Source: an optimization exercise on an open RTL-to-GDS flow (aim: small area and a short achievable clock period). Production flows keep margins and buffers that such runs may drop.
Only simulation tests tie the RTL to the original design; equivalence was not proved.

==> flow/design.v <==
package xgmii_rx_pkg;
    localparam logic [7:0]  XGMII_TERM  = 8'hFD;
    localparam logic [63:0] START_WORD  = 64'hD5555555555555FB;
    localparam logic [31:0] CRC_POLY_REFL = 32'hEDB88320;
    localparam logic [31:0] CRC_PRESET    = 32'hFFFFFFFF;
endpackage
module xgmii_ctrl_decode (
    input  logic [63:0] xgmii_d_i,
    input  logic [7:0]  xgmii_c_i,
    output logic        start_o,
    output logic        data_o,
    output logic [7:0]  term_at_o
);
    always_comb begin
        for (int l = 0; l < 8; l++) begin
            term_at_o[l] = (xgmii_c_i == 8'(8'hFF << l)) && (xgmii_d_i[8*l +: 8] == 8'hFD);
        end
    end
    assign data_o  = (xgmii_c_i == 8'h00);
    assign start_o = (xgmii_c_i == 8'h01) && (xgmii_d_i == 64'hD5555555555555FB);
endmodule
module xgmii_rx_xor2 (
    input  logic a_i,
    input  logic b_i,
    output logic y_o
);
    assign y_o = a_i ^ b_i;
endmodule
module crc32_d64 (
    input  logic [31:0] crc_i,
    input  logic [63:0] data_i,
    output logic [31:0] crc_o
);
    logic [63:0] din;
    logic x64, x65, x66, x67, x68, x69, x70, x71, x72, x73, x74, x75, x76, x77, x78, x79, x80, x81, x82, x83, x84, x85, x86, x87, x88, x89, x90, x91, x92, x93, x94, x95, x96, x97, x98, x99, x100, x101, x102, x103, x104, x105, x106, x107, x108, x109, x110, x111, x112, x113, x114, x115, x116, x117, x118, x119, x120, x121, x122, x123, x124, x125, x126, x127, x128, x129, x130, x131, x132, x133, x134, x135, x136, x137, x138, x139, x140, x141, x142, x143, x144, x145, x146, x147, x148, x149, x150, x151, x152, x153, x154, x155, x156, x157, x158, x159, x160, x161, x162, x163, x164, x165, x166, x167, x168, x169, x170, x171, x172, x173, x174, x175, x176, x177, x178, x179, x180, x181, x182, x183, x184, x185, x186, x187, x188, x189, x190, x191, x192, x193, x194, x195, x196, x197, x198, x199, x200, x201, x202, x203, x204, x205, x206, x207, x208, x209, x210, x211, x212, x213, x214, x215, x216, x217, x218, x219, x220, x221, x1222, x1223, x1224, x1225, x1226, x1227, x1228, x1229, x1230, x1231, x1232, x1233, x1234, x1235, x1236, x1237, x1238, x1239, x1240, x1241, x1242, x1243, x1244, x1245, x1246, x1247, x1248, x1249, x1250, x1251, x1252, x1253, x1254, x1255, x1256, x1257, x1258, x1259, x1260, x1261, x1262, x1263, x1264, x1265, x1266, x1267, x1268, x1269, x1270, x1271, x1272, x1273, x1274, x1275, x1276, x1277, x1278, x1279, x1280, x1281, x1282, x1283, x1284, x1285, x1286, x1287, x1288, x1289, x1290, x1291, x1292, x1293, x1294, x1295, x1296, x1297, x1298, x1299, x1300, x1301, x1302, x1303, x1304, x1305, x1306, x1307, x1308, x1309, x1310, x1311, x1312, x1313, x1314, x1315, x1316, x1317, x1318, x1319, x1320, x1321, x1322, x1323, x1324, x1325, x1326, x1327, x1328, x1329, x1330, x1331, x1332, x1333, x1334, x1335, x1336, x1337, x1338, x1339, x1340, x1341, x1342, x1343, x1344, x1345, x1346, x1347, x1348, x1349, x1350, x1351, x1352, x1353, x1354, x1355, x1356, x1357, x1358, x1359, x1360, x1361, x1362, x1363, x1364, x1365, x1366, x1367, x1368, x1369, x1370, x1371, x1372, x1373, x1374, x1375, x1376, x1377, x1378, x1379, x1380, x1381, x1382, x1383, x1384, x1385, x1386, x1387, x1388, x1389, x1390, x1391, x1392, x1393, x1394, x1395, x1396, x1397, x1398, x1399, x1400, x1401, x1402, x1403, x1404, x1405, x1406, x1407, x1408, x1409, x1410, x1411, x1412, x1413, x1414, x1415, x1416, x1417, x1418, x1419, x1420, x1421, x1422, x1423, x1424, x1425, x1426, x1427, x1428, x1429, x1430, x1431, x1432, x1433, x1434, x1435, x1436, x1437, x1438, x1439, x1440, x1441, x1442, x1443, x1444, x1445;
    assign din[63:32] = data_i[63:32];
    for (genvar i = 0; i < 32; i++) begin : g_in
        xgmii_rx_xor2 u_x (.a_i(data_i[i]), .b_i(crc_i[i]), .y_o(din[i]));
    end
    xgmii_rx_xor2 u_0 (.a_i(din[3]), .b_i(din[13]), .y_o(x64));
    xgmii_rx_xor2 u_1 (.a_i(din[11]), .b_i(din[12]), .y_o(x65));
    xgmii_rx_xor2 u_2 (.a_i(din[4]), .b_i(din[39]), .y_o(x66));
    xgmii_rx_xor2 u_3 (.a_i(din[32]), .b_i(din[54]), .y_o(x67));
    xgmii_rx_xor2 u_4 (.a_i(din[6]), .b_i(din[16]), .y_o(x68));
    xgmii_rx_xor2 u_5 (.a_i(din[5]), .b_i(din[31]), .y_o(x69));
    xgmii_rx_xor2 u_6 (.a_i(din[7]), .b_i(din[36]), .y_o(x70));
    xgmii_rx_xor2 u_7 (.a_i(din[8]), .b_i(din[37]), .y_o(x71));
    xgmii_rx_xor2 u_8 (.a_i(din[19]), .b_i(din[34]), .y_o(x72));
    xgmii_rx_xor2 u_9 (.a_i(din[10]), .b_i(din[56]), .y_o(x73));
    xgmii_rx_xor2 u_10 (.a_i(din[9]), .b_i(din[60]), .y_o(x74));
    xgmii_rx_xor2 u_11 (.a_i(din[47]), .b_i(x64), .y_o(x75));
    xgmii_rx_xor2 u_12 (.a_i(din[30]), .b_i(din[55]), .y_o(x76));
    xgmii_rx_xor2 u_13 (.a_i(din[15]), .b_i(din[44]), .y_o(x77));
    xgmii_rx_xor2 u_14 (.a_i(din[1]), .b_i(din[14]), .y_o(x78));
    xgmii_rx_xor2 u_15 (.a_i(din[18]), .b_i(din[38]), .y_o(x79));
    xgmii_rx_xor2 u_16 (.a_i(din[35]), .b_i(din[53]), .y_o(x80));
    xgmii_rx_xor2 u_17 (.a_i(din[57]), .b_i(din[63]), .y_o(x81));
    xgmii_rx_xor2 u_18 (.a_i(din[21]), .b_i(x65), .y_o(x82));
    xgmii_rx_xor2 u_19 (.a_i(din[17]), .b_i(x66), .y_o(x83));
    xgmii_rx_xor2 u_20 (.a_i(din[50]), .b_i(din[62]), .y_o(x84));
    xgmii_rx_xor2 u_21 (.a_i(din[25]), .b_i(din[52]), .y_o(x85));
    xgmii_rx_xor2 u_22 (.a_i(din[2]), .b_i(din[59]), .y_o(x86));
    xgmii_rx_xor2 u_23 (.a_i(din[26]), .b_i(din[46]), .y_o(x87));
    xgmii_rx_xor2 u_24 (.a_i(din[45]), .b_i(din[61]), .y_o(x88));
    xgmii_rx_xor2 u_25 (.a_i(din[42]), .b_i(din[58]), .y_o(x89));
    xgmii_rx_xor2 u_26 (.a_i(din[23]), .b_i(din[43]), .y_o(x90));
    xgmii_rx_xor2 u_27 (.a_i(din[20]), .b_i(din[40]), .y_o(x91));
    xgmii_rx_xor2 u_28 (.a_i(din[27]), .b_i(x67), .y_o(x92));
    xgmii_rx_xor2 u_29 (.a_i(din[48]), .b_i(x76), .y_o(x93));
    xgmii_rx_xor2 u_30 (.a_i(din[41]), .b_i(x82), .y_o(x94));
    xgmii_rx_xor2 u_31 (.a_i(din[49]), .b_i(x69), .y_o(x95));
    xgmii_rx_xor2 u_32 (.a_i(din[33]), .b_i(din[51]), .y_o(x96));
    xgmii_rx_xor2 u_33 (.a_i(din[22]), .b_i(x68), .y_o(x97));
    xgmii_rx_xor2 u_34 (.a_i(din[0]), .b_i(x70), .y_o(x98));
    xgmii_rx_xor2 u_35 (.a_i(din[28]), .b_i(din[29]), .y_o(x99));
    xgmii_rx_xor2 u_36 (.a_i(din[24]), .b_i(x71), .y_o(x100));
    xgmii_rx_xor2 u_37 (.a_i(x73), .b_i(x95), .y_o(x101));
    xgmii_rx_xor2 u_38 (.a_i(x74), .b_i(x80), .y_o(x102));
    xgmii_rx_xor2 u_39 (.a_i(x81), .b_i(x84), .y_o(x103));
    xgmii_rx_xor2 u_40 (.a_i(din[13]), .b_i(x83), .y_o(x104));
    xgmii_rx_xor2 u_41 (.a_i(din[32]), .b_i(x77), .y_o(x105));
    xgmii_rx_xor2 u_42 (.a_i(din[11]), .b_i(x92), .y_o(x106));
    xgmii_rx_xor2 u_43 (.a_i(din[0]), .b_i(x72), .y_o(x107));
    xgmii_rx_xor2 u_44 (.a_i(din[12]), .b_i(x90), .y_o(x108));
    xgmii_rx_xor2 u_45 (.a_i(din[5]), .b_i(x97), .y_o(x109));
    xgmii_rx_xor2 u_46 (.a_i(din[39]), .b_i(x69), .y_o(x110));
    xgmii_rx_xor2 u_47 (.a_i(din[34]), .b_i(x75), .y_o(x111));
    xgmii_rx_xor2 u_48 (.a_i(x85), .b_i(x99), .y_o(x112));
    xgmii_rx_xor2 u_49 (.a_i(x87), .b_i(x88), .y_o(x113));
    xgmii_rx_xor2 u_50 (.a_i(din[51]), .b_i(x112), .y_o(x114));
    xgmii_rx_xor2 u_51 (.a_i(din[35]), .b_i(x78), .y_o(x115));
    xgmii_rx_xor2 u_52 (.a_i(din[21]), .b_i(x100), .y_o(x116));
    xgmii_rx_xor2 u_53 (.a_i(din[7]), .b_i(din[61]), .y_o(x117));
    xgmii_rx_xor2 u_54 (.a_i(x74), .b_i(x93), .y_o(x118));
    xgmii_rx_xor2 u_55 (.a_i(din[19]), .b_i(x66), .y_o(x119));
    xgmii_rx_xor2 u_56 (.a_i(din[62]), .b_i(x79), .y_o(x120));
    xgmii_rx_xor2 u_57 (.a_i(x89), .b_i(x96), .y_o(x121));
    xgmii_rx_xor2 u_58 (.a_i(x86), .b_i(x91), .y_o(x122));
    xgmii_rx_xor2 u_59 (.a_i(x71), .b_i(x107), .y_o(x123));
    xgmii_rx_xor2 u_60 (.a_i(din[56]), .b_i(x94), .y_o(x124));
    xgmii_rx_xor2 u_61 (.a_i(din[22]), .b_i(x65), .y_o(x125));
    xgmii_rx_xor2 u_62 (.a_i(din[25]), .b_i(din[43]), .y_o(x126));
    xgmii_rx_xor2 u_63 (.a_i(din[8]), .b_i(din[24]), .y_o(x127));
    xgmii_rx_xor2 u_64 (.a_i(din[29]), .b_i(din[40]), .y_o(x128));
    xgmii_rx_xor2 u_65 (.a_i(din[46]), .b_i(din[48]), .y_o(x129));
    xgmii_rx_xor2 u_66 (.a_i(din[14]), .b_i(din[57]), .y_o(x130));
    xgmii_rx_xor2 u_67 (.a_i(din[54]), .b_i(x75), .y_o(x131));
    xgmii_rx_xor2 u_68 (.a_i(din[20]), .b_i(din[57]), .y_o(x132));
    xgmii_rx_xor2 u_69 (.a_i(din[9]), .b_i(din[10]), .y_o(x133));
    xgmii_rx_xor2 u_70 (.a_i(din[58]), .b_i(x68), .y_o(x134));
    xgmii_rx_xor2 u_71 (.a_i(din[15]), .b_i(din[49]), .y_o(x135));
    xgmii_rx_xor2 u_72 (.a_i(din[28]), .b_i(din[55]), .y_o(x136));
    xgmii_rx_xor2 u_73 (.a_i(x78), .b_i(x116), .y_o(x137));
    xgmii_rx_xor2 u_74 (.a_i(din[42]), .b_i(x128), .y_o(x138));
    xgmii_rx_xor2 u_75 (.a_i(din[36]), .b_i(x106), .y_o(x139));
    xgmii_rx_xor2 u_76 (.a_i(din[17]), .b_i(din[63]), .y_o(x140));
    xgmii_rx_xor2 u_77 (.a_i(din[27]), .b_i(x125), .y_o(x141));
    xgmii_rx_xor2 u_78 (.a_i(din[3]), .b_i(x72), .y_o(x142));
    xgmii_rx_xor2 u_79 (.a_i(din[38]), .b_i(din[41]), .y_o(x143));
    xgmii_rx_xor2 u_80 (.a_i(din[4]), .b_i(din[44]), .y_o(x144));
    xgmii_rx_xor2 u_81 (.a_i(din[15]), .b_i(x80), .y_o(x145));
    xgmii_rx_xor2 u_82 (.a_i(din[34]), .b_i(x89), .y_o(x146));
    xgmii_rx_xor2 u_83 (.a_i(din[9]), .b_i(din[16]), .y_o(x147));
    xgmii_rx_xor2 u_84 (.a_i(din[30]), .b_i(din[35]), .y_o(x148));
    xgmii_rx_xor2 u_85 (.a_i(din[47]), .b_i(x71), .y_o(x149));
    xgmii_rx_xor2 u_86 (.a_i(x64), .b_i(x146), .y_o(x150));
    xgmii_rx_xor2 u_87 (.a_i(x94), .b_i(x102), .y_o(x151));
    xgmii_rx_xor2 u_88 (.a_i(x101), .b_i(x130), .y_o(x152));
    xgmii_rx_xor2 u_89 (.a_i(din[45]), .b_i(x70), .y_o(x153));
    xgmii_rx_xor2 u_90 (.a_i(x108), .b_i(x127), .y_o(x154));
    xgmii_rx_xor2 u_91 (.a_i(din[59]), .b_i(x140), .y_o(x155));
    xgmii_rx_xor2 u_92 (.a_i(x110), .b_i(x122), .y_o(x156));
    xgmii_rx_xor2 u_93 (.a_i(din[24]), .b_i(din[48]), .y_o(x157));
    xgmii_rx_xor2 u_94 (.a_i(din[37]), .b_i(x121), .y_o(x158));
    xgmii_rx_xor2 u_95 (.a_i(x73), .b_i(x98), .y_o(x159));
    xgmii_rx_xor2 u_96 (.a_i(din[25]), .b_i(x101), .y_o(x160));
    xgmii_rx_xor2 u_97 (.a_i(x92), .b_i(x103), .y_o(x161));
    xgmii_rx_xor2 u_98 (.a_i(din[33]), .b_i(x135), .y_o(x162));
    xgmii_rx_xor2 u_99 (.a_i(din[2]), .b_i(din[23]), .y_o(x163));
    xgmii_rx_xor2 u_100 (.a_i(x91), .b_i(x139), .y_o(x164));
    xgmii_rx_xor2 u_101 (.a_i(din[63]), .b_i(x109), .y_o(x165));
    xgmii_rx_xor2 u_102 (.a_i(din[2]), .b_i(x98), .y_o(x166));
    xgmii_rx_xor2 u_103 (.a_i(din[1]), .b_i(din[8]), .y_o(x167));
    xgmii_rx_xor2 u_104 (.a_i(x97), .b_i(x102), .y_o(x168));
    xgmii_rx_xor2 u_105 (.a_i(x79), .b_i(x123), .y_o(x169));
    xgmii_rx_xor2 u_106 (.a_i(din[35]), .b_i(x138), .y_o(x170));
    xgmii_rx_xor2 u_107 (.a_i(din[59]), .b_i(x85), .y_o(x171));
    xgmii_rx_xor2 u_108 (.a_i(din[34]), .b_i(din[37]), .y_o(x172));
    xgmii_rx_xor2 u_109 (.a_i(din[31]), .b_i(x87), .y_o(x173));
    xgmii_rx_xor2 u_110 (.a_i(din[55]), .b_i(x117), .y_o(x174));
    xgmii_rx_xor2 u_111 (.a_i(din[61]), .b_i(x104), .y_o(x175));
    xgmii_rx_xor2 u_112 (.a_i(x90), .b_i(x171), .y_o(x176));
    xgmii_rx_xor2 u_113 (.a_i(x142), .b_i(x164), .y_o(x177));
    xgmii_rx_xor2 u_114 (.a_i(din[6]), .b_i(x115), .y_o(x178));
    xgmii_rx_xor2 u_115 (.a_i(x67), .b_i(x133), .y_o(x179));
    xgmii_rx_xor2 u_116 (.a_i(x106), .b_i(x144), .y_o(x180));
    xgmii_rx_xor2 u_117 (.a_i(x84), .b_i(x88), .y_o(x181));
    xgmii_rx_xor2 u_118 (.a_i(din[1]), .b_i(din[60]), .y_o(x182));
    xgmii_rx_xor2 u_119 (.a_i(x120), .b_i(x150), .y_o(x183));
    xgmii_rx_xor2 u_120 (.a_i(din[7]), .b_i(x72), .y_o(x184));
    xgmii_rx_xor2 u_121 (.a_i(din[39]), .b_i(din[50]), .y_o(x185));
    xgmii_rx_xor2 u_122 (.a_i(din[10]), .b_i(din[58]), .y_o(x186));
    xgmii_rx_xor2 u_123 (.a_i(din[26]), .b_i(x157), .y_o(x187));
    xgmii_rx_xor2 u_124 (.a_i(din[6]), .b_i(din[18]), .y_o(x188));
    xgmii_rx_xor2 u_125 (.a_i(x78), .b_i(x153), .y_o(x189));
    xgmii_rx_xor2 u_126 (.a_i(din[14]), .b_i(x103), .y_o(x190));
    xgmii_rx_xor2 u_127 (.a_i(x108), .b_i(x143), .y_o(x191));
    xgmii_rx_xor2 u_128 (.a_i(x126), .b_i(x137), .y_o(x192));
    xgmii_rx_xor2 u_129 (.a_i(x155), .b_i(x173), .y_o(x193));
    xgmii_rx_xor2 u_130 (.a_i(din[22]), .b_i(x132), .y_o(x194));
    xgmii_rx_xor2 u_131 (.a_i(x94), .b_i(x172), .y_o(x195));
    xgmii_rx_xor2 u_132 (.a_i(din[28]), .b_i(x111), .y_o(x196));
    xgmii_rx_xor2 u_133 (.a_i(din[5]), .b_i(din[30]), .y_o(x197));
    xgmii_rx_xor2 u_134 (.a_i(din[2]), .b_i(din[26]), .y_o(x198));
    xgmii_rx_xor2 u_135 (.a_i(din[23]), .b_i(x180), .y_o(x199));
    xgmii_rx_xor2 u_136 (.a_i(din[42]), .b_i(x113), .y_o(x200));
    xgmii_rx_xor2 u_137 (.a_i(din[38]), .b_i(x134), .y_o(x201));
    xgmii_rx_xor2 u_138 (.a_i(x83), .b_i(x115), .y_o(x202));
    xgmii_rx_xor2 u_139 (.a_i(din[11]), .b_i(x119), .y_o(x203));
    xgmii_rx_xor2 u_140 (.a_i(x113), .b_i(x160), .y_o(x204));
    xgmii_rx_xor2 u_141 (.a_i(din[60]), .b_i(x105), .y_o(x205));
    xgmii_rx_xor2 u_142 (.a_i(din[50]), .b_i(x182), .y_o(x206));
    xgmii_rx_xor2 u_143 (.a_i(din[33]), .b_i(x136), .y_o(x207));
    xgmii_rx_xor2 u_144 (.a_i(x93), .b_i(x205), .y_o(x208));
    xgmii_rx_xor2 u_145 (.a_i(x124), .b_i(x174), .y_o(x209));
    xgmii_rx_xor2 u_146 (.a_i(din[41]), .b_i(x184), .y_o(x210));
    xgmii_rx_xor2 u_147 (.a_i(din[29]), .b_i(x110), .y_o(x211));
    xgmii_rx_xor2 u_148 (.a_i(x104), .b_i(x107), .y_o(x212));
    xgmii_rx_xor2 u_149 (.a_i(din[52]), .b_i(x77), .y_o(x213));
    xgmii_rx_xor2 u_150 (.a_i(x70), .b_i(x120), .y_o(x214));
    xgmii_rx_xor2 u_151 (.a_i(din[16]), .b_i(x114), .y_o(x215));
    xgmii_rx_xor2 u_152 (.a_i(x86), .b_i(x190), .y_o(x216));
    xgmii_rx_xor2 u_153 (.a_i(din[31]), .b_i(din[56]), .y_o(x217));
    xgmii_rx_xor2 u_154 (.a_i(x81), .b_i(x96), .y_o(x218));
    xgmii_rx_xor2 u_155 (.a_i(din[40]), .b_i(din[45]), .y_o(x219));
    xgmii_rx_xor2 u_156 (.a_i(din[43]), .b_i(x118), .y_o(x220));
    xgmii_rx_xor2 u_157 (.a_i(x149), .b_i(x165), .y_o(x221));
    xgmii_rx_xor2 u_158 (.a_i(din[33]), .b_i(din[52]), .y_o(x1222));
    xgmii_rx_xor2 u_159 (.a_i(x1222), .b_i(x133), .y_o(x1223));
    xgmii_rx_xor2 u_160 (.a_i(x1223), .b_i(x93), .y_o(x1224));
    xgmii_rx_xor2 u_161 (.a_i(x1224), .b_i(x201), .y_o(x1225));
    xgmii_rx_xor2 u_162 (.a_i(x202), .b_i(x1225), .y_o(x1226));
    xgmii_rx_xor2 u_163 (.a_i(x1226), .b_i(x177), .y_o(crc_o[0]));
    xgmii_rx_xor2 u_164 (.a_i(din[18]), .b_i(x122), .y_o(x1227));
    xgmii_rx_xor2 u_165 (.a_i(x145), .b_i(x207), .y_o(x1228));
    xgmii_rx_xor2 u_166 (.a_i(x83), .b_i(x98), .y_o(x1229));
    xgmii_rx_xor2 u_167 (.a_i(x101), .b_i(x1227), .y_o(x1230));
    xgmii_rx_xor2 u_168 (.a_i(x1228), .b_i(x1229), .y_o(x1231));
    xgmii_rx_xor2 u_169 (.a_i(x1230), .b_i(x1231), .y_o(x1232));
    xgmii_rx_xor2 u_170 (.a_i(x195), .b_i(x1232), .y_o(crc_o[1]));
    xgmii_rx_xor2 u_171 (.a_i(din[36]), .b_i(din[57]), .y_o(x1233));
    xgmii_rx_xor2 u_172 (.a_i(x1233), .b_i(x64), .y_o(x1234));
    xgmii_rx_xor2 u_173 (.a_i(x67), .b_i(x1234), .y_o(x1235));
    xgmii_rx_xor2 u_174 (.a_i(x206), .b_i(x109), .y_o(x1236));
    xgmii_rx_xor2 u_175 (.a_i(x1235), .b_i(x170), .y_o(x1237));
    xgmii_rx_xor2 u_176 (.a_i(x1236), .b_i(x1237), .y_o(x1238));
    xgmii_rx_xor2 u_177 (.a_i(x124), .b_i(x169), .y_o(x1239));
    xgmii_rx_xor2 u_178 (.a_i(x1238), .b_i(x1239), .y_o(crc_o[2]));
    xgmii_rx_xor2 u_179 (.a_i(din[19]), .b_i(din[9]), .y_o(x1240));
    xgmii_rx_xor2 u_180 (.a_i(x1240), .b_i(x76), .y_o(x1241));
    xgmii_rx_xor2 u_181 (.a_i(x1241), .b_i(x194), .y_o(x1242));
    xgmii_rx_xor2 u_182 (.a_i(x1242), .b_i(x158), .y_o(x1243));
    xgmii_rx_xor2 u_183 (.a_i(x166), .b_i(x178), .y_o(x1244));
    xgmii_rx_xor2 u_184 (.a_i(x191), .b_i(x1243), .y_o(x1245));
    xgmii_rx_xor2 u_185 (.a_i(x1244), .b_i(x175), .y_o(x1246));
    xgmii_rx_xor2 u_186 (.a_i(x1245), .b_i(x1246), .y_o(crc_o[3]));
    xgmii_rx_xor2 u_187 (.a_i(x90), .b_i(x213), .y_o(x1247));
    xgmii_rx_xor2 u_188 (.a_i(x1247), .b_i(x156), .y_o(x1248));
    xgmii_rx_xor2 u_189 (.a_i(x159), .b_i(x1248), .y_o(x1249));
    xgmii_rx_xor2 u_190 (.a_i(x137), .b_i(x183), .y_o(x1250));
    xgmii_rx_xor2 u_191 (.a_i(x1249), .b_i(x1250), .y_o(crc_o[4]));
    xgmii_rx_xor2 u_192 (.a_i(din[3]), .b_i(x143), .y_o(x1251));
    xgmii_rx_xor2 u_193 (.a_i(x219), .b_i(x81), .y_o(x1252));
    xgmii_rx_xor2 u_194 (.a_i(x86), .b_i(x105), .y_o(x1253));
    xgmii_rx_xor2 u_195 (.a_i(x1251), .b_i(x1252), .y_o(x1254));
    xgmii_rx_xor2 u_196 (.a_i(x1253), .b_i(x1254), .y_o(x1255));
    xgmii_rx_xor2 u_197 (.a_i(x168), .b_i(x203), .y_o(x1256));
    xgmii_rx_xor2 u_198 (.a_i(x1255), .b_i(x1256), .y_o(x1257));
    xgmii_rx_xor2 u_199 (.a_i(x1257), .b_i(x192), .y_o(crc_o[5]));
    xgmii_rx_xor2 u_200 (.a_i(din[5]), .b_i(x163), .y_o(x1258));
    xgmii_rx_xor2 u_201 (.a_i(x85), .b_i(x1258), .y_o(x1259));
    xgmii_rx_xor2 u_202 (.a_i(x1259), .b_i(x141), .y_o(x1260));
    xgmii_rx_xor2 u_203 (.a_i(x178), .b_i(x200), .y_o(x1261));
    xgmii_rx_xor2 u_204 (.a_i(x210), .b_i(x1260), .y_o(x1262));
    xgmii_rx_xor2 u_205 (.a_i(x1261), .b_i(x208), .y_o(x1263));
    xgmii_rx_xor2 u_206 (.a_i(x1262), .b_i(x1263), .y_o(crc_o[6]));
    xgmii_rx_xor2 u_207 (.a_i(din[20]), .b_i(din[27]), .y_o(x1264));
    xgmii_rx_xor2 u_208 (.a_i(din[28]), .b_i(din[62]), .y_o(x1265));
    xgmii_rx_xor2 u_209 (.a_i(x1264), .b_i(x1265), .y_o(x1266));
    xgmii_rx_xor2 u_210 (.a_i(x217), .b_i(x68), .y_o(x1267));
    xgmii_rx_xor2 u_211 (.a_i(x80), .b_i(x1266), .y_o(x1268));
    xgmii_rx_xor2 u_212 (.a_i(x1267), .b_i(x162), .y_o(x1269));
    xgmii_rx_xor2 u_213 (.a_i(x75), .b_i(x1268), .y_o(x1270));
    xgmii_rx_xor2 u_214 (.a_i(x1269), .b_i(x154), .y_o(x1271));
    xgmii_rx_xor2 u_215 (.a_i(x166), .b_i(x200), .y_o(x1272));
    xgmii_rx_xor2 u_216 (.a_i(x1270), .b_i(x1271), .y_o(x1273));
    xgmii_rx_xor2 u_217 (.a_i(x1272), .b_i(x1273), .y_o(crc_o[7]));
    xgmii_rx_xor2 u_218 (.a_i(din[17]), .b_i(x129), .y_o(x1274));
    xgmii_rx_xor2 u_219 (.a_i(x144), .b_i(x147), .y_o(x1275));
    xgmii_rx_xor2 u_220 (.a_i(x70), .b_i(x99), .y_o(x1276));
    xgmii_rx_xor2 u_221 (.a_i(x1274), .b_i(x1275), .y_o(x1277));
    xgmii_rx_xor2 u_222 (.a_i(x1276), .b_i(x111), .y_o(x1278));
    xgmii_rx_xor2 u_223 (.a_i(x1277), .b_i(x161), .y_o(x1279));
    xgmii_rx_xor2 u_224 (.a_i(x1278), .b_i(x1279), .y_o(x1280));
    xgmii_rx_xor2 u_225 (.a_i(x1280), .b_i(x192), .y_o(crc_o[8]));
    xgmii_rx_xor2 u_226 (.a_i(din[18]), .b_i(din[1]), .y_o(x1281));
    xgmii_rx_xor2 u_227 (.a_i(din[39]), .b_i(din[45]), .y_o(x1282));
    xgmii_rx_xor2 u_228 (.a_i(din[49]), .b_i(x1281), .y_o(x1283));
    xgmii_rx_xor2 u_229 (.a_i(x1282), .b_i(x198), .y_o(x1284));
    xgmii_rx_xor2 u_230 (.a_i(x77), .b_i(x1283), .y_o(x1285));
    xgmii_rx_xor2 u_231 (.a_i(x1284), .b_i(x114), .y_o(x1286));
    xgmii_rx_xor2 u_232 (.a_i(x1285), .b_i(x1286), .y_o(x1287));
    xgmii_rx_xor2 u_233 (.a_i(x1287), .b_i(x221), .y_o(x1288));
    xgmii_rx_xor2 u_234 (.a_i(x1288), .b_i(x177), .y_o(crc_o[9]));
    xgmii_rx_xor2 u_235 (.a_i(din[53]), .b_i(x163), .y_o(x1289));
    xgmii_rx_xor2 u_236 (.a_i(x185), .b_i(x186), .y_o(x1290));
    xgmii_rx_xor2 u_237 (.a_i(x67), .b_i(x87), .y_o(x1291));
    xgmii_rx_xor2 u_238 (.a_i(x99), .b_i(x1289), .y_o(x1292));
    xgmii_rx_xor2 u_239 (.a_i(x1290), .b_i(x1291), .y_o(x1293));
    xgmii_rx_xor2 u_240 (.a_i(x1292), .b_i(x1293), .y_o(x1294));
    xgmii_rx_xor2 u_241 (.a_i(x189), .b_i(x1294), .y_o(x1295));
    xgmii_rx_xor2 u_242 (.a_i(x195), .b_i(x1295), .y_o(crc_o[10]));
    xgmii_rx_xor2 u_243 (.a_i(din[15]), .b_i(din[38]), .y_o(x1296));
    xgmii_rx_xor2 u_244 (.a_i(din[46]), .b_i(x1296), .y_o(x1297));
    xgmii_rx_xor2 u_245 (.a_i(x76), .b_i(x86), .y_o(x1298));
    xgmii_rx_xor2 u_246 (.a_i(x96), .b_i(x100), .y_o(x1299));
    xgmii_rx_xor2 u_247 (.a_i(x1297), .b_i(x1298), .y_o(x1300));
    xgmii_rx_xor2 u_248 (.a_i(x1299), .b_i(x1300), .y_o(x1301));
    xgmii_rx_xor2 u_249 (.a_i(x131), .b_i(x141), .y_o(x1302));
    xgmii_rx_xor2 u_250 (.a_i(x170), .b_i(x1301), .y_o(x1303));
    xgmii_rx_xor2 u_251 (.a_i(x1302), .b_i(x1303), .y_o(crc_o[11]));
    xgmii_rx_xor2 u_252 (.a_i(din[14]), .b_i(din[16]), .y_o(x1304));
    xgmii_rx_xor2 u_253 (.a_i(din[36]), .b_i(x1304), .y_o(x1305));
    xgmii_rx_xor2 u_254 (.a_i(x217), .b_i(x66), .y_o(x1306));
    xgmii_rx_xor2 u_255 (.a_i(x85), .b_i(x1305), .y_o(x1307));
    xgmii_rx_xor2 u_256 (.a_i(x1306), .b_i(x118), .y_o(x1308));
    xgmii_rx_xor2 u_257 (.a_i(x1307), .b_i(x191), .y_o(x1309));
    xgmii_rx_xor2 u_258 (.a_i(x1308), .b_i(x1309), .y_o(x1310));
    xgmii_rx_xor2 u_259 (.a_i(x196), .b_i(x1310), .y_o(crc_o[12]));
    xgmii_rx_xor2 u_260 (.a_i(din[37]), .b_i(x80), .y_o(x1311));
    xgmii_rx_xor2 u_261 (.a_i(x105), .b_i(x1311), .y_o(x1312));
    xgmii_rx_xor2 u_262 (.a_i(x138), .b_i(x187), .y_o(x1313));
    xgmii_rx_xor2 u_263 (.a_i(x1312), .b_i(x1313), .y_o(x1314));
    xgmii_rx_xor2 u_264 (.a_i(x1314), .b_i(x152), .y_o(x1315));
    xgmii_rx_xor2 u_265 (.a_i(x175), .b_i(x1315), .y_o(crc_o[13]));
    xgmii_rx_xor2 u_266 (.a_i(din[41]), .b_i(x126), .y_o(x1316));
    xgmii_rx_xor2 u_267 (.a_i(x130), .b_i(x197), .y_o(x1317));
    xgmii_rx_xor2 u_268 (.a_i(x219), .b_i(x79), .y_o(x1318));
    xgmii_rx_xor2 u_269 (.a_i(x84), .b_i(x1316), .y_o(x1319));
    xgmii_rx_xor2 u_270 (.a_i(x1317), .b_i(x1318), .y_o(x1320));
    xgmii_rx_xor2 u_271 (.a_i(x134), .b_i(x162), .y_o(x1321));
    xgmii_rx_xor2 u_272 (.a_i(x1319), .b_i(x1320), .y_o(x1322));
    xgmii_rx_xor2 u_273 (.a_i(x1321), .b_i(x1322), .y_o(x1323));
    xgmii_rx_xor2 u_274 (.a_i(x139), .b_i(x1323), .y_o(crc_o[14]));
    xgmii_rx_xor2 u_275 (.a_i(din[12]), .b_i(x136), .y_o(x1324));
    xgmii_rx_xor2 u_276 (.a_i(x185), .b_i(x68), .y_o(x1325));
    xgmii_rx_xor2 u_277 (.a_i(x77), .b_i(x1324), .y_o(x1326));
    xgmii_rx_xor2 u_278 (.a_i(x1325), .b_i(x1326), .y_o(x1327));
    xgmii_rx_xor2 u_279 (.a_i(x158), .b_i(x193), .y_o(x1328));
    xgmii_rx_xor2 u_280 (.a_i(x210), .b_i(x1327), .y_o(x1329));
    xgmii_rx_xor2 u_281 (.a_i(x1328), .b_i(x1329), .y_o(crc_o[15]));
    xgmii_rx_xor2 u_282 (.a_i(din[29]), .b_i(din[59]), .y_o(x1330));
    xgmii_rx_xor2 u_283 (.a_i(din[8]), .b_i(x1330), .y_o(x1331));
    xgmii_rx_xor2 u_284 (.a_i(x188), .b_i(x73), .y_o(x1332));
    xgmii_rx_xor2 u_285 (.a_i(x121), .b_i(x1331), .y_o(x1333));
    xgmii_rx_xor2 u_286 (.a_i(x1332), .b_i(x131), .y_o(x1334));
    xgmii_rx_xor2 u_287 (.a_i(x1333), .b_i(x189), .y_o(x1335));
    xgmii_rx_xor2 u_288 (.a_i(x203), .b_i(x1334), .y_o(x1336));
    xgmii_rx_xor2 u_289 (.a_i(x1335), .b_i(x220), .y_o(x1337));
    xgmii_rx_xor2 u_290 (.a_i(x1336), .b_i(x1337), .y_o(crc_o[16]));
    xgmii_rx_xor2 u_291 (.a_i(din[46]), .b_i(din[4]), .y_o(x1338));
    xgmii_rx_xor2 u_292 (.a_i(x117), .b_i(x1338), .y_o(x1339));
    xgmii_rx_xor2 u_293 (.a_i(x65), .b_i(x122), .y_o(x1340));
    xgmii_rx_xor2 u_294 (.a_i(x1339), .b_i(x213), .y_o(x1341));
    xgmii_rx_xor2 u_295 (.a_i(x123), .b_i(x1340), .y_o(x1342));
    xgmii_rx_xor2 u_296 (.a_i(x1341), .b_i(x1342), .y_o(x1343));
    xgmii_rx_xor2 u_297 (.a_i(x152), .b_i(x220), .y_o(x1344));
    xgmii_rx_xor2 u_298 (.a_i(x1343), .b_i(x1344), .y_o(crc_o[17]));
    xgmii_rx_xor2 u_299 (.a_i(x132), .b_i(x167), .y_o(x1345));
    xgmii_rx_xor2 u_300 (.a_i(x105), .b_i(x1345), .y_o(x1346));
    xgmii_rx_xor2 u_301 (.a_i(x181), .b_i(x75), .y_o(x1347));
    xgmii_rx_xor2 u_302 (.a_i(x101), .b_i(x1346), .y_o(x1348));
    xgmii_rx_xor2 u_303 (.a_i(x1347), .b_i(x201), .y_o(x1349));
    xgmii_rx_xor2 u_304 (.a_i(x1348), .b_i(x1349), .y_o(x1350));
    xgmii_rx_xor2 u_305 (.a_i(x151), .b_i(x1350), .y_o(crc_o[18]));
    xgmii_rx_xor2 u_306 (.a_i(x129), .b_i(x88), .y_o(x1351));
    xgmii_rx_xor2 u_307 (.a_i(x121), .b_i(x1351), .y_o(x1352));
    xgmii_rx_xor2 u_308 (.a_i(x179), .b_i(x82), .y_o(x1353));
    xgmii_rx_xor2 u_309 (.a_i(x97), .b_i(x98), .y_o(x1354));
    xgmii_rx_xor2 u_310 (.a_i(x104), .b_i(x1352), .y_o(x1355));
    xgmii_rx_xor2 u_311 (.a_i(x1353), .b_i(x1354), .y_o(x1356));
    xgmii_rx_xor2 u_312 (.a_i(x1355), .b_i(x1356), .y_o(x1357));
    xgmii_rx_xor2 u_313 (.a_i(x216), .b_i(x1357), .y_o(crc_o[19]));
    xgmii_rx_xor2 u_314 (.a_i(din[13]), .b_i(din[20]), .y_o(x1358));
    xgmii_rx_xor2 u_315 (.a_i(din[51]), .b_i(din[59]), .y_o(x1359));
    xgmii_rx_xor2 u_316 (.a_i(x129), .b_i(x135), .y_o(x1360));
    xgmii_rx_xor2 u_317 (.a_i(x1358), .b_i(x1359), .y_o(x1361));
    xgmii_rx_xor2 u_318 (.a_i(x148), .b_i(x74), .y_o(x1362));
    xgmii_rx_xor2 u_319 (.a_i(x108), .b_i(x119), .y_o(x1363));
    xgmii_rx_xor2 u_320 (.a_i(x1360), .b_i(x1361), .y_o(x1364));
    xgmii_rx_xor2 u_321 (.a_i(x1362), .b_i(x92), .y_o(x1365));
    xgmii_rx_xor2 u_322 (.a_i(x1363), .b_i(x1364), .y_o(x1366));
    xgmii_rx_xor2 u_323 (.a_i(x1365), .b_i(x214), .y_o(x1367));
    xgmii_rx_xor2 u_324 (.a_i(x1366), .b_i(x1367), .y_o(x1368));
    xgmii_rx_xor2 u_325 (.a_i(x1368), .b_i(x221), .y_o(crc_o[20]));
    xgmii_rx_xor2 u_326 (.a_i(din[0]), .b_i(din[58]), .y_o(x1369));
    xgmii_rx_xor2 u_327 (.a_i(din[63]), .b_i(x117), .y_o(x1370));
    xgmii_rx_xor2 u_328 (.a_i(x1369), .b_i(x148), .y_o(x1371));
    xgmii_rx_xor2 u_329 (.a_i(x1370), .b_i(x1371), .y_o(x1372));
    xgmii_rx_xor2 u_330 (.a_i(x206), .b_i(x95), .y_o(x1373));
    xgmii_rx_xor2 u_331 (.a_i(x116), .b_i(x1372), .y_o(x1374));
    xgmii_rx_xor2 u_332 (.a_i(x1373), .b_i(x1374), .y_o(x1375));
    xgmii_rx_xor2 u_333 (.a_i(x196), .b_i(x1375), .y_o(x1376));
    xgmii_rx_xor2 u_334 (.a_i(x199), .b_i(x1376), .y_o(crc_o[21]));
    xgmii_rx_xor2 u_335 (.a_i(din[17]), .b_i(din[30]), .y_o(x1377));
    xgmii_rx_xor2 u_336 (.a_i(din[54]), .b_i(x127), .y_o(x1378));
    xgmii_rx_xor2 u_337 (.a_i(x1377), .b_i(x186), .y_o(x1379));
    xgmii_rx_xor2 u_338 (.a_i(x1378), .b_i(x1379), .y_o(x1380));
    xgmii_rx_xor2 u_339 (.a_i(x142), .b_i(x181), .y_o(x1381));
    xgmii_rx_xor2 u_340 (.a_i(x1380), .b_i(x1381), .y_o(x1382));
    xgmii_rx_xor2 u_341 (.a_i(x141), .b_i(x156), .y_o(x1383));
    xgmii_rx_xor2 u_342 (.a_i(x1382), .b_i(x1383), .y_o(x1384));
    xgmii_rx_xor2 u_343 (.a_i(x215), .b_i(x1384), .y_o(crc_o[22]));
    xgmii_rx_xor2 u_344 (.a_i(din[0]), .b_i(din[23]), .y_o(x1385));
    xgmii_rx_xor2 u_345 (.a_i(din[32]), .b_i(din[4]), .y_o(x1386));
    xgmii_rx_xor2 u_346 (.a_i(din[62]), .b_i(x1385), .y_o(x1387));
    xgmii_rx_xor2 u_347 (.a_i(x1386), .b_i(x188), .y_o(x1388));
    xgmii_rx_xor2 u_348 (.a_i(x64), .b_i(x76), .y_o(x1389));
    xgmii_rx_xor2 u_349 (.a_i(x91), .b_i(x1387), .y_o(x1390));
    xgmii_rx_xor2 u_350 (.a_i(x1388), .b_i(x1389), .y_o(x1391));
    xgmii_rx_xor2 u_351 (.a_i(x114), .b_i(x1390), .y_o(x1392));
    xgmii_rx_xor2 u_352 (.a_i(x1391), .b_i(x193), .y_o(x1393));
    xgmii_rx_xor2 u_353 (.a_i(x1392), .b_i(x1393), .y_o(x1394));
    xgmii_rx_xor2 u_354 (.a_i(x151), .b_i(x1394), .y_o(crc_o[23]));
    xgmii_rx_xor2 u_355 (.a_i(x140), .b_i(x79), .y_o(x1395));
    xgmii_rx_xor2 u_356 (.a_i(x89), .b_i(x91), .y_o(x1396));
    xgmii_rx_xor2 u_357 (.a_i(x1395), .b_i(x1396), .y_o(x1397));
    xgmii_rx_xor2 u_358 (.a_i(x187), .b_i(x111), .y_o(x1398));
    xgmii_rx_xor2 u_359 (.a_i(x1397), .b_i(x168), .y_o(x1399));
    xgmii_rx_xor2 u_360 (.a_i(x211), .b_i(x1398), .y_o(x1400));
    xgmii_rx_xor2 u_361 (.a_i(x1399), .b_i(x1400), .y_o(x1401));
    xgmii_rx_xor2 u_362 (.a_i(x209), .b_i(x1401), .y_o(crc_o[24]));
    xgmii_rx_xor2 u_363 (.a_i(din[33]), .b_i(din[49]), .y_o(x1402));
    xgmii_rx_xor2 u_364 (.a_i(x1402), .b_i(x147), .y_o(x1403));
    xgmii_rx_xor2 u_365 (.a_i(x167), .b_i(x1403), .y_o(x1404));
    xgmii_rx_xor2 u_366 (.a_i(x194), .b_i(x1404), .y_o(x1405));
    xgmii_rx_xor2 u_367 (.a_i(x176), .b_i(x1405), .y_o(x1406));
    xgmii_rx_xor2 u_368 (.a_i(x183), .b_i(x1406), .y_o(x1407));
    xgmii_rx_xor2 u_369 (.a_i(x209), .b_i(x1407), .y_o(crc_o[25]));
    xgmii_rx_xor2 u_370 (.a_i(din[21]), .b_i(din[22]), .y_o(x1408));
    xgmii_rx_xor2 u_371 (.a_i(din[26]), .b_i(din[44]), .y_o(x1409));
    xgmii_rx_xor2 u_372 (.a_i(x1408), .b_i(x1409), .y_o(x1410));
    xgmii_rx_xor2 u_373 (.a_i(x73), .b_i(x89), .y_o(x1411));
    xgmii_rx_xor2 u_374 (.a_i(x102), .b_i(x1410), .y_o(x1412));
    xgmii_rx_xor2 u_375 (.a_i(x1411), .b_i(x1412), .y_o(x1413));
    xgmii_rx_xor2 u_376 (.a_i(x154), .b_i(x1413), .y_o(x1414));
    xgmii_rx_xor2 u_377 (.a_i(x212), .b_i(x216), .y_o(x1415));
    xgmii_rx_xor2 u_378 (.a_i(x1414), .b_i(x1415), .y_o(crc_o[26]));
    xgmii_rx_xor2 u_379 (.a_i(din[24]), .b_i(x79), .y_o(x1416));
    xgmii_rx_xor2 u_380 (.a_i(x88), .b_i(x1416), .y_o(x1417));
    xgmii_rx_xor2 u_381 (.a_i(x218), .b_i(x109), .y_o(x1418));
    xgmii_rx_xor2 u_382 (.a_i(x1417), .b_i(x176), .y_o(x1419));
    xgmii_rx_xor2 u_383 (.a_i(x1418), .b_i(x1419), .y_o(x1420));
    xgmii_rx_xor2 u_384 (.a_i(x208), .b_i(x212), .y_o(x1421));
    xgmii_rx_xor2 u_385 (.a_i(x1420), .b_i(x1421), .y_o(crc_o[27]));
    xgmii_rx_xor2 u_386 (.a_i(din[24]), .b_i(din[3]), .y_o(x1422));
    xgmii_rx_xor2 u_387 (.a_i(din[53]), .b_i(x1422), .y_o(x1423));
    xgmii_rx_xor2 u_388 (.a_i(x1423), .b_i(x118), .y_o(x1424));
    xgmii_rx_xor2 u_389 (.a_i(x214), .b_i(x1424), .y_o(x1425));
    xgmii_rx_xor2 u_390 (.a_i(x1425), .b_i(x199), .y_o(x1426));
    xgmii_rx_xor2 u_391 (.a_i(x204), .b_i(x1426), .y_o(crc_o[28]));
    xgmii_rx_xor2 u_392 (.a_i(din[47]), .b_i(din[6]), .y_o(x1427));
    xgmii_rx_xor2 u_393 (.a_i(x1427), .b_i(x65), .y_o(x1428));
    xgmii_rx_xor2 u_394 (.a_i(x100), .b_i(x119), .y_o(x1429));
    xgmii_rx_xor2 u_395 (.a_i(x1428), .b_i(x207), .y_o(x1430));
    xgmii_rx_xor2 u_396 (.a_i(x1429), .b_i(x1430), .y_o(x1431));
    xgmii_rx_xor2 u_397 (.a_i(x161), .b_i(x1431), .y_o(x1432));
    xgmii_rx_xor2 u_398 (.a_i(x1432), .b_i(x204), .y_o(crc_o[29]));
    xgmii_rx_xor2 u_399 (.a_i(din[12]), .b_i(din[19]), .y_o(x1433));
    xgmii_rx_xor2 u_400 (.a_i(x1433), .b_i(x197), .y_o(x1434));
    xgmii_rx_xor2 u_401 (.a_i(x87), .b_i(x103), .y_o(x1435));
    xgmii_rx_xor2 u_402 (.a_i(x1434), .b_i(x131), .y_o(x1436));
    xgmii_rx_xor2 u_403 (.a_i(x1435), .b_i(x159), .y_o(x1437));
    xgmii_rx_xor2 u_404 (.a_i(x202), .b_i(x1436), .y_o(x1438));
    xgmii_rx_xor2 u_405 (.a_i(x1437), .b_i(x215), .y_o(x1439));
    xgmii_rx_xor2 u_406 (.a_i(x1438), .b_i(x1439), .y_o(crc_o[30]));
    xgmii_rx_xor2 u_407 (.a_i(din[16]), .b_i(x198), .y_o(x1440));
    xgmii_rx_xor2 u_408 (.a_i(x1440), .b_i(x145), .y_o(x1441));
    xgmii_rx_xor2 u_409 (.a_i(x179), .b_i(x218), .y_o(x1442));
    xgmii_rx_xor2 u_410 (.a_i(x75), .b_i(x1441), .y_o(x1443));
    xgmii_rx_xor2 u_411 (.a_i(x1442), .b_i(x211), .y_o(x1444));
    xgmii_rx_xor2 u_412 (.a_i(x1443), .b_i(x1444), .y_o(x1445));
    xgmii_rx_xor2 u_413 (.a_i(x169), .b_i(x1445), .y_o(crc_o[31]));
endmodule
module xgmii_rx_beat (
    input  logic [63:40] xgmii_d_i,
    input  logic [7:0]   xgmii_c_i,
    input  logic         frame_i,
    input  logic         end_i,
    output logic         beat_o
);
    logic more;
    assign more = (xgmii_c_i == 8'h00)
               || ((xgmii_c_i == 8'hE0) && (xgmii_d_i[47:40] == 8'hFD))
               || ((xgmii_c_i == 8'hC0) && (xgmii_d_i[55:48] == 8'hFD))
               || ((xgmii_c_i == 8'h80) && (xgmii_d_i[63:56] == 8'hFD));
    assign beat_o = end_i || (frame_i && more);
endmodule
module xgmii2axis_rx (
    input  logic        clk,
    input  logic        inv_aresetn,
    input  logic [63:0] xgmii_d_i,
    input  logic [7:0]  xgmii_c_i,
    output logic [63:0] m_axis_tdata_o,
    output logic [7:0]  m_axis_tkeep_o,
    output logic        m_axis_tvalid_o,
    output logic        m_axis_tlast_o,
    output logic        m_axis_tuser_o,
    output logic [31:0] good_frames_o,
    output logic [31:0] bad_frames_o
);
    function automatic logic [31:0] residue_at(input logic [2:0] lane);
        case (lane)
            3'd0: residue_at = 32'h842A3990;
            3'd1: residue_at = 32'h94784E13;
            3'd2: residue_at = 32'h1C759789;
            3'd3: residue_at = 32'h19F6EB51;
            3'd4: residue_at = 32'h9ADD2096;
            3'd5: residue_at = 32'h62932081;
            3'd6: residue_at = 32'h4E3D5E5C;
            default: residue_at = 32'h39DD08E2;
        endcase
    endfunction
    function automatic logic [7:0] last_keep(input logic [2:0] lane);
        case (lane)
            3'd0: last_keep = 8'h0F;
            3'd1: last_keep = 8'h1F;
            3'd2: last_keep = 8'h3F;
            3'd3: last_keep = 8'h7F;
            3'd4: last_keep = 8'hFF;
            3'd5: last_keep = 8'h01;
            3'd6: last_keep = 8'h03;
            default: last_keep = 8'h07;
        endcase
    endfunction
    logic        x_start, x_data, x_beat;
    logic [7:0]  x_term_at;
    logic [63:0] held_q;
    logic        h_start_q, h_data_q;
    logic [7:0]  h_term_at_q;
    logic        first_q, data_q;
    logic        h_frame, h_tail, h_end;
    logic [31:0] crc_q;
    logic [31:0] crc_next;
    logic        crc_ok;
    logic [7:0]  end_keep;
    logic        end_q;
    logic [7:0]  end_term_at_q;
    logic [63:0] tdata_q;
    logic [7:0]  tkeep_q;
    logic        tvalid_q, tlast_q, tuser_q;
    logic [31:0] good_q, bad_q;
    logic [63:0] ctrl_mask;
    always_comb begin
        for (int l = 0; l < 8; l++) ctrl_mask[8*l +: 8] = {8{xgmii_c_i[l]}};
    end
    assign h_frame = (first_q || data_q) && h_data_q;
    assign h_tail  = data_q && |h_term_at_q[7:5];
    assign h_end   = data_q && !h_data_q;
    xgmii_ctrl_decode u_decode (
        .xgmii_d_i   (xgmii_d_i),
        .xgmii_c_i   (xgmii_c_i),
        .start_o     (x_start),
        .data_o      (x_data),
        .term_at_o   (x_term_at)
    );
    xgmii_rx_beat u_beat (
        .xgmii_d_i (xgmii_d_i[63:40]),
        .xgmii_c_i (xgmii_c_i),
        .frame_i   (h_frame),
        .end_i     (end_q),
        .beat_o    (x_beat)
    );
    crc32_d64 u_crc (
        .crc_i  (crc_q),
        .data_i (held_q),
        .crc_o  (crc_next)
    );
    always_comb begin
        logic [31:0] residue;
        residue  = '0;
        end_keep = 8'hFF;
        for (int l = 0; l < 8; l++) begin
            if (end_term_at_q[l]) begin
                residue  = residue | residue_at(3'(l));
                end_keep = last_keep(3'(l));
            end
        end
        crc_ok = (|end_term_at_q) && (crc_q == residue);
    end
    always_ff @(posedge clk) begin
        held_q        <= xgmii_d_i & ~ctrl_mask;
        h_term_at_q   <= x_term_at;
        crc_q         <= (h_start_q && !data_q) ? xgmii_rx_pkg::CRC_PRESET : crc_next;
        if (h_frame || h_tail) tdata_q <= held_q;
        end_term_at_q <= h_term_at_q;
        tkeep_q       <= end_q ? end_keep : 8'hFF;
        tlast_q       <= end_q;
        tuser_q       <= end_q && crc_ok;
        if (inv_aresetn) begin
            h_start_q <= 1'b0;
            h_data_q  <= 1'b0;
            first_q   <= 1'b0;
            data_q    <= 1'b0;
            end_q     <= 1'b0;
            tvalid_q  <= 1'b0;
            good_q    <= '0;
            bad_q     <= '0;
        end else begin
            h_start_q <= x_start;
            h_data_q  <= x_data;
            first_q   <= h_start_q && !data_q;
            data_q    <= h_frame;
            end_q     <= h_end;
            tvalid_q  <= x_beat;
            if (end_q) begin
                if (crc_ok) good_q <= good_q + 1'b1;
                else bad_q <= bad_q + 1'b1;
            end
        end
    end
    assign m_axis_tdata_o  = tdata_q;
    assign m_axis_tkeep_o  = tkeep_q;
    assign m_axis_tvalid_o = tvalid_q;
    assign m_axis_tlast_o  = tlast_q;
    assign m_axis_tuser_o  = tuser_q;
    assign good_frames_o   = good_q;
    assign bad_frames_o    = bad_q;
endmodule
==> flow/flow/run.sh <==
#!/bin/bash
# The standard layout, with plain buffers (not delay cells) on the ports, and timing repair
# aimed at a 4.25 ns period (setup margin 10.75 ns on the 15 ns clock)
set -euo pipefail
bash standard.sh "BUFFER_PORTS_ARGS=-buffer_cell sky130_fd_sc_hd__buf_2" SETUP_SLACK_MARGIN=10.75 finish > layout.log 2>&1
==> flow/standard.sh <==
#!/bin/bash
# synth_recipe.tcl (not shown) runs the flow's synth.tcl, then flattens the netlist and writes it again
# the make line also repeats each setting of config.mk as NAME=value (left out here)
make -C /OpenROAD-flow-scripts/flow DESIGN_CONFIG=/design/flow/config.mk WORK_HOME=/design/flow/orfs CLKGATE_MAP_FILE= SYNTH_SCRIPT=/design/flow/synth_recipe.tcl "${@:-finish}"
==> flow/config.mk <==
export PLATFORM = sky130hd
export DESIGN_NAME = xgmii2axis_rx
export DESIGN_NICKNAME = xgmii2axis_rx
export VERILOG_FILES = /design/flow/design.v
export SDC_FILE = /design/flow/constraint.sdc
export NUM_CORES = 4
export LEC_CHECK = 0
export CAP_MARGIN = 20
export CORE_MARGIN = 2
export CORE_UTILIZATION = 40
export CTS_CLUSTER_DIAMETER = 90
export CTS_CLUSTER_SIZE = 24
export SLEW_MARGIN = 20
export SYNTH_HIERARCHICAL = 1
==> flow/constraint.sdc <==
create_clock -name core_clock -period 15.0 [get_ports {clk}]
set_input_delay 3.0000 -clock core_clock [delete_from_list [all_inputs] [get_ports {clk}]]
set_output_delay 3.0000 -clock core_clock [all_outputs]
set_load 0.01 [all_outputs]
==> results.yml, run 1 <==
run_status:
  outcome: "timing/DRC/antenna clean"
critical_path:
  start_kind: "input pin"
  crit_buf_inv: 1
  crit_type: "input pin to flop"
  setup.worst_path.start: "xgmii_c_i[0]"
  cp_num_cells: 6
  r2r_end: "good_q[27]$_SDFFE_PP0P_"
  rr_worst_depth: 7
  critPathMaxFanout: 14
  worstPathArrival_ns: 4.67
  crit_end: "h_start_q$_SDFF_PP0_"
  critPathRequiredTime_ns: 15.45
  cp_slowest_stage_delay_ns: 0.50
  reg2reg_slack_ns: 10.99
  critPathSlowestCell: "or4b_1"
  crit_family: "simple AND/OR/NAND/NOR gates"
  critical_path.cell_chain: "buf_2, nand3_2, nor4_4, or4b_1, nor4_2, nor2b_1"
  r2r-start: "end_term_at_q[3]$_DFF_P_"
  cp-end-kind: "flop"
flow_run:
  cap_violations: 0
drt:
  first_iter_violations: 872
  vias_per_cell: 5.34
  num_vias: 10700
  firstDrtPassIters: 5
  drcViolationCount: 0
  ant_nets: 0
  wire_per_inst_um: 21.8
  drt_wl_total_um: 43600
place:
  gp_congestion: 0.988
  numPortBuffers: 211
  dp_hpwl_um: 34100
  dp_worst_setup_slack_ns: 9.98
synth:
  synthCells: 1352
  ys_seq_area_share_pct: 42.4
  avgSynthCellArea_um2: 10.0
  ys.flop_type: "dfxtp_1"
  syn_nets: 1428
  synth_edf_count: 64
  synthArstFlopShare_pct: 0
  synth_warnings: 8
  netlist_area_mm2: 0.0135
  yosysUniqueCellTypes: 62
  ys_seq_elements: 255
clock_tree:
  cts_buffers: 15
  clock_latency_ns: 0.52
  root_buffer: "clkbuf_16"
  postCtsHoldBufs: 0
  clock_path_buffers: 3
  cts_tree: "yes"
  post_cts_buffers: 0
  path_clk_slew_ns: 0.10
  cts.sinks: 255
  htree_levels: 1
sta:
  slew_viol_final: 0
  setup-violations-final: 0
  clock.fmax_mhz: 237
  setup_ws_ns: 10.78
  rsz0062_at_grt: "yes"
  skew_ns: 0.0329
  hold_violations: 0
  fin_tns_setup_ns: 0
  slew_headroom_pct: 36.2
  fin_crit_ns: 4.22
  hold_ws_ns: 0.343
  period_share_pct: 28.1
  worst_pin_slew_ns: 0.953
floorplan:
  initial_core_util_pct: 40.5
  coreArea_mm2: 0.0334
  die_width_um: 188
  die-area_mm2: 0.0353
  die_h_um: 188
  rows: 67
  ios: 213
grt:
  antenna_found_initial: 0
  grt_max_degree: 71
  overflow: 0
  track_usage_pct: 24.0
  grt_pass1_wl_um: 64200
  first_global_vias: 10300
layout:
  syn2layout_area_growth_pct: 14.9
  drive_above_1_share_pct: 17.5
  fin_nets: 1624
  n_antenna_cell: 0
hold_path:
  min_path_type: "flop to flop"
## through the flow
step / instance area, µm² / utilization (%) / std cells
6_report: 15600 / 46.5 / 2005
5_1_grt: 15600 / 46.5 / 2005
4_1_cts: 15500 / 46.5 / 2005
3_5_place_dp: 15100 / 45.1 / 1979
3_3_place_gp: 15100 / 45.1 / 1978
2_1_floorplan: 13500 / - / 1352
## state kept, by name, summed over array words and instances, names as in the netlist, 7 cells and up
signal         flops
tkeep_q            7
h_term_at_q        8
good_q            32
crc_q             32
end_term_at_q      8
tdata_q           64
bad_q             32
held_q            64
## logic make-up (layout without fill, tap and decap cells)
logic type / Yosys count / count (layout) / synth area share (%)
XOR/XNOR: 457 / 457 / 29.6
AND/OR/NAND/NOR: 393 / 393 / 17.6
flip-flops: 255 / 255 / 42.4
AO/OA/AOI/OAI: 175 / 175 / 8.07
buffers and inverters: 68 / 273 / 2.00
adder cells (fa/ha/maj): 2 / 2 / 0.185
other: 1 / 1 / 0.0277
multiplexers: 1 / 1 / 0.0739
## per-module statistics from Yosys, one instance, submodules excluded, excerpt
module / cell area, µm² / flops+latches / cells
xgmii_rx_xor2: 8.76 / 0 / 1
xgmii_ctrl_decode: 368 / 0 / 55
xgmii2axis_rx: 9130 / 255 / 834
xgmii_rx_beat: 131 / 0 / 17
## worst min-delay path by stage
stage | startpoint | cells after the start | slack (ns) | end
floorplan | h_term_at_q[0]$_DFF_P_ | 0 | 0.31 | end_term_at_q[0]$_DFF_P_
global placement | h_term_at_q[4]$_DFF_P_ | 0 | 0.31 | end_term_at_q[4]$_DFF_P_
detailed placement | h_term_at_q[3]$_DFF_P_ | 0 | 0.32 | end_term_at_q[3]$_DFF_P_
finish | h_term_at_q[3]$_DFF_P_ | 0 | 0.34 | end_term_at_q[3]$_DFF_P_
CTS | h_term_at_q[3]$_DFF_P_ | 0 | 0.35 | end_term_at_q[3]$_DFF_P_
global route | h_term_at_q[3]$_DFF_P_ | 0 | 0.36 | end_term_at_q[3]$_DFF_P_
## metal layers
layer / vias to the layer above / track usage, % / share of wire (%)
li1: 5086 / - / -
met1: 5178 / 32.8 / 44
met3: 60 / 3.56 / 6.5
met5: - / 0 / 0
met2: 391 / 39.5 / 47
met4: 0 / 6.75 / 2.7
## Yosys cell counts, types with 12 or more instances
master    instances  area (µm²)
o31ai_1          22         165
nor2_1           27         101
nor2b_1          69         432
or3_1            35         219
dfxtp_1         191        3820
edfxtp_1         64        1920
nor4_1           13        81.3
nand4_1          46         288
or4_1            29         218
and3_1           13        81.3
a31o_2           12         105
xor2_1          456        3990
nor3_1           21         105
inv_1            23        86.3
o21ai_0          38         190
clkbuf_1         32         120
nand3_1          30         150
a21oi_1          66         330
nand2b_1         34         213
nand2_1          34         128
## cells in the final DEF (no fill, tap or decap), types with 3 or more instances in the layout
cell type / netlist / routed
o21ai_0: 38 / 38
nor4_1: 13 / 12
a31o_2: 12 / 12
nor2_1: 27 / 27
clkbuf_1: 32 / 7
buf_2: 6 / 212
and3_1: 13 / 13
o31ai_1: 22 / 22
nand2_1: 34 / 33
nand4bb_1: 3 / 3
or3_1: 35 / 35
nand3_1: 30 / 30
a21oi_1: 66 / 66
inv_1: 23 / 23
buf_4: 2 / 11
or2_2: 3 / 3
and2_1: 8 / 8
a2111oi_0: 3 / 3
nand2b_1: 34 / 34
a31oi_1: 8 / 8
dfxtp_1: 191 / 190
o211ai_1: 7 / 7
xor2_1: 456 / 456
nand4_1: 46 / 46
nand4b_1: 3 / 3
edfxtp_1: 64 / 64
nor4_2: 4 / 3
or4_1: 29 / 29
and4_1: 7 / 7
clkbuf_16: 0 / 15
nor3_1: 21 / 21
nor2b_1: 69 / 69
## final cells by class
cell class | instances | area [µm²]
Timing Repair Buffer | 223 | 1140
Inverter | 24 | 90.1
Fill cell | 3208 | 17900
Sequential cell | 255 | 5750
Tap cell | 448 | 561
Clock buffer | 22 | 402
Clock inverter | 4 | 48.8
Multi-Input combinational cell | 1029 | 7560
## what timing repair did
action / CTS / global route
gates cloned: 0 / 0
setup endpoints to repair: 4 / 2
pin swaps: 0 / 0
gates resized for setup: 2 / 2
endpoints found under the hold margin: 0 / 0
==> inputs of run 2 (changes only) <==
==> flow/flow/run.sh (replaced) <==
#!/bin/bash
# The standard layout, with plain buffers (not delay cells) on the ports
set -euo pipefail
bash standard.sh "BUFFER_PORTS_ARGS=-buffer_cell sky130_fd_sc_hd__buf_2" finish > layout.log 2>&1
==> run 2 against run 1 <==
Against the previous run:
- still clean
- global-route usage hardly changed
- final cell count stayed put
- sequential cell count stayed put
- sequential share of layout area hardly changed
- synthesized area stayed put
- critical path depth stayed put
- clock skew is 0.0032 ns higher
- first-iteration DRC count is 4.4% lower
- via count hardly changed
- synthesized cell count stayed put
- largest cell class unchanged
==> results.yml, run 2 <==
hold_path:
  hold_start: "h_term_at_q[3]$_DFF_P_"
  hold_path_end: "end_term_at_q[3]$_DFF_P_"
  hold_depth: 0
  min_path_type: "flop to flop"
synth:
  yosysUniqueCellTypes: 62
  synthSimpleGateAreaFrac_pct: 17.6
  synth_commonest_cells: "xor2_1, dfxtp_1, nor2b_1"
  ys.flop_type: "dfxtp_1"
  synthCells: 1352
  synth_most_common_cell: "xor2_1"
  synth_fa_ha_area_share_pct: 0.185
  yosys.area.top_type_share_pct: 29.5
  ys_seq_elements: 255
  syn_nets: 1428
  yosysTopAreaCell: "xor2_1"
  synth_warnings: 8
  avgSynthCellArea_um2: 10.0
  synthXorXnorAreaFrac_pct: 29.6
  ys_seq_area_share_pct: 42.4
  synth.area.top_cells: "xor2_1, dfxtp_1, edfxtp_1, nor2b_1, a21oi_1"
  synth_edf_count: 64
  post_synth_mux_area_share_pct: 0.0739
  netlist_area_mm2: 0.0135
  synth-compound-area-share_pct: 8.07
  synthArstFlopShare_pct: 0
  synth_top_family_by_area: "XOR/XNOR gates"
sta:
  rsz0062_at_grt: "no"
  slew_headroom_pct: 36.4
  worst_pin_slew_ns: 0.951
  hold_violations: 0
  clock.fmax_mhz: 223
  fin_tns_setup_ns: 0
  period_share_pct: 29.9
  skew_ns: 0.0361
  fin_crit_ns: 4.48
  slew_viol_final: 0
  setup-violations-final: 0
floorplan:
  coreArea_mm2: 0.0334
  die_h_um: 188
  die-area_mm2: 0.0353
  die_width_um: 188
  rows: 67
  ios: 213
  initial_core_util_pct: 40.5
critical_path:
  crit_type: "input pin to flop"
  r2r-start: "end_term_at_q[3]$_DFF_P_"
  start_kind: "input pin"
  critPathMaxFanout: 14
  r2r_end: "good_q[27]$_SDFFE_PP0P_"
  worstPathArrival_ns: 4.94
  critPathRequiredTime_ns: 15.46
  reg2reg_slack_ns: 10.69
  cp-end-kind: "flop"
  rr_worst_depth: 7
clock_tree:
  postCtsHoldBufs: 0
  cts_tree: "yes"
  root_buffer: "clkbuf_16"
  cts.repair.resized: 0
  post_cts_buffers: 0
  path_clk_slew_ns: 0.10
  cts.sinks: 255
  clock_path_buffers: 3
  cts_buffers: 15
  htree_levels: 1
  clock_latency_ns: 0.53
drt:
  firstDrtPassIters: 6
  drt_wl_total_um: 43500
  ant_nets: 0
  wire_per_inst_um: 21.7
  vias_per_cell: 5.35
  first_iter_violations: 834
  drcViolationCount: 0
  num_vias: 10700
grt:
  track_usage_pct: 24.0
  first_global_vias: 10300
  grt_pass1_wl_um: 64100
  overflow: 0
  antenna_found_initial: 1
  grt_max_degree: 71
layout:
  final_common_cell: "xor2_1"
  postLayoutCellArea_mm2: 0.0155
  n_antenna_cell: 0
  reg_top3: "held_q (64), tdata_q (64)"
  drive_above_1_share_pct: 17.3
  fin_nets: 1624
  final_cell_mix: "xor2_1, buf_2, dfxtp_1"
  syn2layout_area_growth_pct: 14.8
run_status:
  outcome: "timing/DRC/antenna clean"
place:
  numPortBuffers: 211
  gp_congestion: 0.988
  dp_hpwl_um: 34100
  post_dp_cell_area_mm2: 0.0151
flow_run:
  cap_violations: 0
-- run 2: cell count changes in the layout (fill, tap and decap cells not counted) --
| cell | before | now |
|---|---|---|
| dfxtp_1 | 190 | 191 |
| dfxtp_2 | 1 | 0 |
| nor4_1 | 12 | 13 |
| nor4_4 | 2 | 1 |
| or4b_1 | 1 | 2 |
| or4b_4 | 2 | 1 |
-- run 2: layer usage --
| metal | routed length (µm) | vias to the layer above | GRT usage (%) |
|---|---|---|---|
| met5 | 13 | - | 0 |
| met4 | 1170 | 2 | 6.66 |
| met3 | 2850 | 61 | 3.71 |
| met2 | 20300 | 369 | 39.5 |
| met1 | 19100 | 5181 | 32.7 |
| li1 | - | 5106 | - |
-- run 2: cell families (layout without fill, tap and decap cells) --
kind of cell | count (synthesis) | in the layout
xor gates and xnor gates | 457 | 457
and+or+nand+nor | 393 | 393
DFF | 255 | 255
AOI/OAI and AO/OA | 175 | 175
buffers and inverters | 68 | 273
adders and majority gates | 2 | 2
other | 1 | 1
muxes | 1 | 1
-- run 2: cell type report --
type                       count  area, µm²
clock buffer                  22        402
clock inverter                 4       48.8
fill                        3209      17900
inverter                      24       90.1
multi-input combinational   1029       7540
sequential                   255       5750
tap                          448        561
timing repair buffer         223       1140
-- run 2: metrics by stage --
step | instances | hold slack (ns) | utilization (%) | worst slack (ns)
4_1_cts | 2005 | 0.352 | 46.4 | 10.50
6_report | 2005 | 0.345 | 46.4 | 10.52
3_5_place_dp | 1979 | 0.321 | 45.1 | 9.98
2_1_floorplan | 1352 | 0.310 | - | 10.82
5_1_grt | 2005 | 0.361 | 46.4 | 10.40
3_3_place_gp | 1978 | 0.313 | 45.1 | 10.04
-- run 2: worst max-delay path by stage --
stage / startpoint / to / slack (ns) / cells past startpoint
after floorplan: xgmii_d_i[57] / h_start_q$_SDFF_PP0_ / 10.82 / 5
after detailed placement: xgmii_c_i[0] / h_start_q$_SDFF_PP0_ / 9.98 / 6
after CTS: xgmii_c_i[0] / h_start_q$_SDFF_PP0_ / 10.50 / 6
after global routing: xgmii_c_i[0] / h_start_q$_SDFF_PP0_ / 10.40 / 6
after global placement: xgmii_c_i[0] / h_start_q$_SDFF_PP0_ / 10.04 / 6
final: xgmii_c_i[0] / h_start_q$_SDFF_PP0_ / 10.52 / 6
-- run 2: per-module statistics from Yosys (local to each module, per instance), excerpt --
module | times used | cells inside
xgmii2axis_rx | 1 | 834
xgmii_ctrl_decode | 1 | 55
xgmii_rx_beat | 1 | 17
xgmii_rx_xor2 | 446 | 1
-- run 2: worst max-delay path, cell delays in order --
cell	delay, ns
buf_2	0.27
nand3_2	0.11
nor4_1	0.64
or4b_1	0.52
nor4_2	0.23
nor2b_1	0.17

==> separate check: timing with driven ports <==
The results above use ideal ports. As a check the final layouts listed here were re-extracted and re-timed, cells and wires unchanged. Step 1 sets driving cells, clkbuf_16 on the clock port and buf_2 on the other inputs (assumed; they add their load-dependent delay and slew). Step 2, shift: input delay + t, output delay - t, t = (earliest + latest rising clock arrival at the registers) / 2. This alone moves slack from input paths to output paths. a / b / c = ideal / step 1 / step 2; a / b = the first two.
| run | t (ns) | slack for setup (ns) | clock arrival spread, ns | slew at the worst register clock pin (ns) | worst data-port slew with drivers (ns) |
|---|---|---|---|---|---|
| run 1 | 0.557 | 10.784 / 10.754 / 10.253 | 0.033 / 0.033 | 0.11 / 0.11 | 0.04 |
| run 2 | 0.558 | 10.517 / 10.543 / 9.985 | 0.036 / 0.036 | 0.11 / 0.11 | 0.04 |
After both steps setup and hold are still met in every run listed. For run 2, which loses most, drivers alone change the setup slack by +0.026 ns; drivers and shift together by -0.532 ns.
